What follows belongs to an exercise in optimizing a design on an open flow for small area, a short achievable clock period and few clock cycles per item; a production flow would make more cautious choices.
In this exercise RTL edits were held to simulation tests only and were not proved equivalent to the original.

## mult_div_unit
module mult_div_unit #(
  parameter int MUL_LAT = md_pkg::MUL_LAT_DEF
) (
  input  logic        clk,
  input  logic        rst_n,
  input  logic        start,
  input  logic        hilo,
  input  logic        we,
  input  logic [1:0]  op,
  input  logic        madd,
  input  logic [31:0] src_a,
  input  logic [31:0] src_b,
  output logic        busy,
  output logic [31:0] hi,
  output logic [31:0] lo,
  output logic [31:0] rd_data
);
export LEC_CHECK = 0
export CAP_MARGIN = 20
export CORE_MARGIN = 2
export CORE_UTILIZATION = 40
export SETUP_SLACK_MARGIN = 3.5
export SLEW_MARGIN = 20
create_clock -name core_clock -period 13.0 [get_ports {clk}]
standard.sh (not shown) runs the stock make flow with config.mk's settings and CLKGATE_MAP_FILE= SYNTH_SCRIPT=/design/flow/synth_recipe.tcl, a recipe that flattens the netlist after the stock synthesis.
==> flow/flow/run.sh <==
#!/bin/bash
# The standard layout, with the ports buffered by buf_2 cells instead of the delay
# buffers buffer_ports picks by default.  Everything else is the standard flow.
set -e
export BUFFER_PORTS_ARGS="-buffer_cell sky130_fd_sc_hd__buf_2"
bash standard.sh > standard.log 2>&1
Testbench counts at the start, summed over its fixed seeds: cycles 4,322, ops 1,920.
==> next run, changes <==
--- a/flow/design.v
+++ b/flow/design.v
@@ -79,17 +79,17 @@
   logic [33:0] pp7;
   logic [33:0] am1, am2;
   assign am1 = {a_ext[32], a_ext};
   assign am2 = {a_ext, 1'b0};
   for (genvar j = 0; j < 8; j++) begin : g_booth
     logic [33:0] r;
     assign bneg[j] = bx[2*j+2] & ~(bx[2*j+1] & bx[2*j]);
     assign bone[j] = bx[2*j+1] ^ bx[2*j];
-    assign btwo[j] = (bx[2*j+2] ^ bx[2*j+1]) & ~(bx[2*j+1] ^ bx[2*j]);
+    assign btwo[j] = (bx[2*j+2] & ~bx[2*j+1] & ~bx[2*j]) | (~bx[2*j+2] & bx[2*j+1] & bx[2*j]);
     assign r = (({34{bone[j]}} & am1) | ({34{btwo[j]}} & am2)) ^ {34{bneg[j]}};
   end
   assign pp0 = {~g_booth[0].r[33], g_booth[0].r[32:0]};
   assign pp1 = {~g_booth[1].r[33], g_booth[1].r[32:0]};
   assign pp2 = {~g_booth[2].r[33], g_booth[2].r[32:0]};
   assign pp3 = {~g_booth[3].r[33], g_booth[3].r[32:0]};
   assign pp4 = {~g_booth[4].r[33], g_booth[4].r[32:0]};
   assign pp5 = {~g_booth[5].r[33], g_booth[5].r[32:0]};
Effect:
- The changed run completed with no timing, DRC or antenna violations
- cell area increases slightly
- routed wire length decreases by a few percent
- area after synthesis decreases slightly
- cell count increases slightly
- critical path depth increases by 2
- maximum frequency decreases slightly
- sequential share of layout area barely changes
- clock skew hardly moves
- hold slack loses 0.031 ns
- setup slack loses 0.042 ns
- utilization increases by 0.34 points
- non-clock buffer count increases by 31
- global-route usage decreases by 0.91 points
Testbench counts after the change, summed over its fixed seeds: cycles 4,322, ops 1,920.

Another version of the RTL of mult_div_unit (not shown whole).
Size in the first run: roughly 4600 cells after synthesis, about 150 flip-flops, roughly 170 I/O pins.
==> flow/design.v (excerpt) <==
module mult_div_unit #(
  parameter int MUL_LAT = md_pkg::MUL_LAT_DEF
) (
  input  logic        clk,
  input  logic        rst_n,
  input  logic        start,
  input  logic        hilo,
  input  logic        we,
  input  logic [1:0]  op,
  input  logic        madd,
  input  logic [31:0] src_a,
  input  logic [31:0] src_b,
  output logic        busy,
  output logic [31:0] hi,
  output logic [31:0] lo,
  output logic [31:0] rd_data
);
Settings: LEC_CHECK=0, CAP_MARGIN=20, CORE_MARGIN=2, CORE_UTILIZATION=40, SETUP_SLACK_MARGIN=5, SLEW_MARGIN=20; clock period 13.0 ns.
run.sh (not shown) runs the stock make flow with config.mk's settings and CLKGATE_MAP_FILE= SYNTH_SCRIPT=/design/flow/synth_recipe.tcl, a recipe that flattens the netlist after the stock synthesis.
Stock flow here: none of the scripts above is used.
Testbench counts at the start, summed over its fixed seeds: cycles 6,030, ops 1,920.
Edit:
--- a/flow/design.v
+++ b/flow/design.v
@@ -1,20 +1,18 @@
 package md_pkg;
   localparam logic [1:0] OP_DIV   = 2'b11;
   localparam logic [1:0] OP_DIVU  = 2'b10;
   localparam logic [1:0] OP_MULT  = 2'b01;
   localparam logic [1:0] OP_MULTU = 2'b00;
   localparam int MUL_LAT_DEF = 5;
-  typedef enum logic [2:0] {
-    ST_IDLE  = 3'd0,
-    ST_MUL   = 3'd1,
-    ST_DNORM = 3'd2,
-    ST_DIV   = 3'd3,
-    ST_FIX   = 3'd4
+  typedef enum logic [1:0] {
+    ST_IDLE  = 2'd0,
+    ST_MUL   = 2'd1,
+    ST_DIV   = 2'd2
   } md_state_e;
 endpackage
 module div_iter (
   input  logic [31:0] rem_in,
   input  logic [31:0] quo_in,
   input  logic [31:0] divisor,
   output logic [31:0] rem_out,
   output logic [31:0] quo_out
@@ -143,22 +141,22 @@
   logic [31:0] ma, mb;
   logic [5:0]  za, zb;
   logic [6:0]  nq, nq2;
   logic [4:0]  ksh;
   logic [63:0] nsh;
   logic [31:0] dv_rem, dv_quo;
   assign ma  = (op[0] && src_a[31]) ? -src_a : src_a;
   assign mb  = (op[0] && src_b[31]) ? -src_b : src_b;
-  assign za  = clz32(a_q);
-  assign zb  = clz32(u_q[31:0]);
+  assign za  = clz32(ma);
+  assign zb  = clz32(mb);
   assign nq  = 7'(zb) - 7'(za) + 7'd1;           
   assign nq2 = nq + 7'(nq[0]);                   
   assign ksh = 5'(7'd32 - nq2);
-  assign nsh = {32'd0, a_q} << ksh;
+  assign nsh = {32'd0, ma} << ksh;
   div_iter u_div_iter (
     .rem_in  (u_q[31:0]),
     .quo_in  (lo_q),
     .divisor (a_q),
     .rem_out (dv_rem),
     .quo_out (dv_quo)
   );
   always_comb begin
@@ -183,67 +181,53 @@
             a_d     = src_a;
             u_d     = madd ? {4'd0, lo_q} : 36'd0;
             lo_d    = src_b;
             cnt_d   = 4'd0;
             madd_d  = madd;
             corr_d  = !op[0] && src_b[31];
             pb_d    = 1'b0;
           end else if (src_b != 32'd0) begin
-            state_d = md_pkg::ST_DNORM;
-            a_d     = ma;
-            u_d     = {4'd0, mb};
-            hi_d    = src_a;
-            qneg_d  = op[0] && (src_a[31] ^ src_b[31]);
-            rneg_d  = op[0] && src_a[31];
+            if (nq[6] || nq == 7'd0) begin
+              hi_d    = src_a;
+              lo_d    = 32'd0;
+            end else begin
+              state_d = md_pkg::ST_DIV;
+              a_d     = mb;
+              u_d     = {4'd0, nsh[63:32]};
+              lo_d    = nsh[31:0];
+              cnt_d   = 4'(nq2[5:1] - 5'd1);
+              qneg_d  = op[0] && (src_a[31] ^ src_b[31]);
+              rneg_d  = op[0] && src_a[31];
+            end
           end
         end else if (we) begin
           if (hilo) lo_d = src_a;
           else      hi_d = src_a;
         end
       end
       md_pkg::ST_MUL: begin
         u_d  = vsum[W-1:16];
         lo_d = {vsum[15:0], lo_q[31:16]};
         pb_d = lo_q[15];
         cnt_d = cnt_q + 4'd1;
         if (cnt_q[0]) begin
           hi_d    = vsum[47:16];
           state_d = md_pkg::ST_IDLE;
         end
       end
-      md_pkg::ST_DNORM: begin
-        if (nq[6] || nq == 7'd0) begin
-          lo_d    = 32'd0;
-          state_d = md_pkg::ST_IDLE;
-        end else begin
-          a_d     = u_q[31:0];
-          u_d     = {4'd0, nsh[63:32]};
-          lo_d    = nsh[31:0];
-          cnt_d   = 4'(nq2[5:1] - 5'd1);
-          state_d = md_pkg::ST_DIV;
-        end
-      end
       md_pkg::ST_DIV: begin
         u_d   = {4'd0, dv_rem};
         lo_d  = dv_quo;
         cnt_d = cnt_q - 4'd1;
         if (cnt_q == 4'd0) begin
-          if (rneg_q || qneg_q) begin
-            state_d = md_pkg::ST_FIX;
-          end else begin
-            hi_d    = dv_rem;
-            state_d = md_pkg::ST_IDLE;
-          end
+          hi_d    = rneg_q ? -dv_rem : dv_rem;
+          lo_d    = qneg_q ? -dv_quo : dv_quo;
+          state_d = md_pkg::ST_IDLE;
         end
-      end
-      md_pkg::ST_FIX: begin
-        hi_d    = rneg_q ? -u_q[31:0] : u_q[31:0];
-        lo_d    = qneg_q ? -lo_q : lo_q;
-        state_d = md_pkg::ST_IDLE;
       end
       default: state_d = md_pkg::ST_IDLE;
     endcase
   end
   always_ff @(posedge clk or negedge rst_n) begin
     if (!rst_n) begin
       state_q <= md_pkg::ST_IDLE;
       hi_q    <= 32'd0;
The new run completed without violations. Global-route usage increases by 1.1 points. Die area increases by about 1.8%. Wire length increases by 7.3%. Setup slack gets worse by 0.76 ns. Core utilization increases by 6.8 points. Cell count increases by 7.9%.
Testbench counts after the change, summed over its fixed seeds: cycles 5,466, ops 1,920.

-- re-timing with driven ports --
No port has a modelled driver above. Below, the same layouts with a new extraction and two added sets of constraints. Step 1 (the two cells are an assumption about what drives the block):
set clk [get_ports {clk}]
set_driving_cell -lib_cell sky130_fd_sc_hd__clkbuf_16 $clk
set_driving_cell -lib_cell sky130_fd_sc_hd__buf_2 [delete_from_list [all_inputs] $clk]
Step 2, shift: input delay + t, output delay - t, t = (earliest + latest rising clock arrival at the registers) / 2. This alone moves slack from input paths to output paths. Slacks: ideal ports / drivers / drivers and shift; pairs: ideal ports / drivers.
run	shift t [ns]	setup slack, ns	worst register clock-pin slew, ns
the first run of note 1	0.556	3.635 / 3.663 / 3.107	0.09 / 0.09
the second run of note 1	0.514	3.592 / 3.618 / 3.104	0.08 / 0.08
the first run of note 2	0.564	5.150 / 5.150 / 5.075	0.09 / 0.09
the second run of note 2	0.569	4.393 / 4.420 / 3.851	0.08 / 0.08
After both steps every run listed still meets setup and hold. The setup slack of the second run of note 2, which loses most, moves by +0.027 ns with the drivers and by -0.542 ns with both steps.
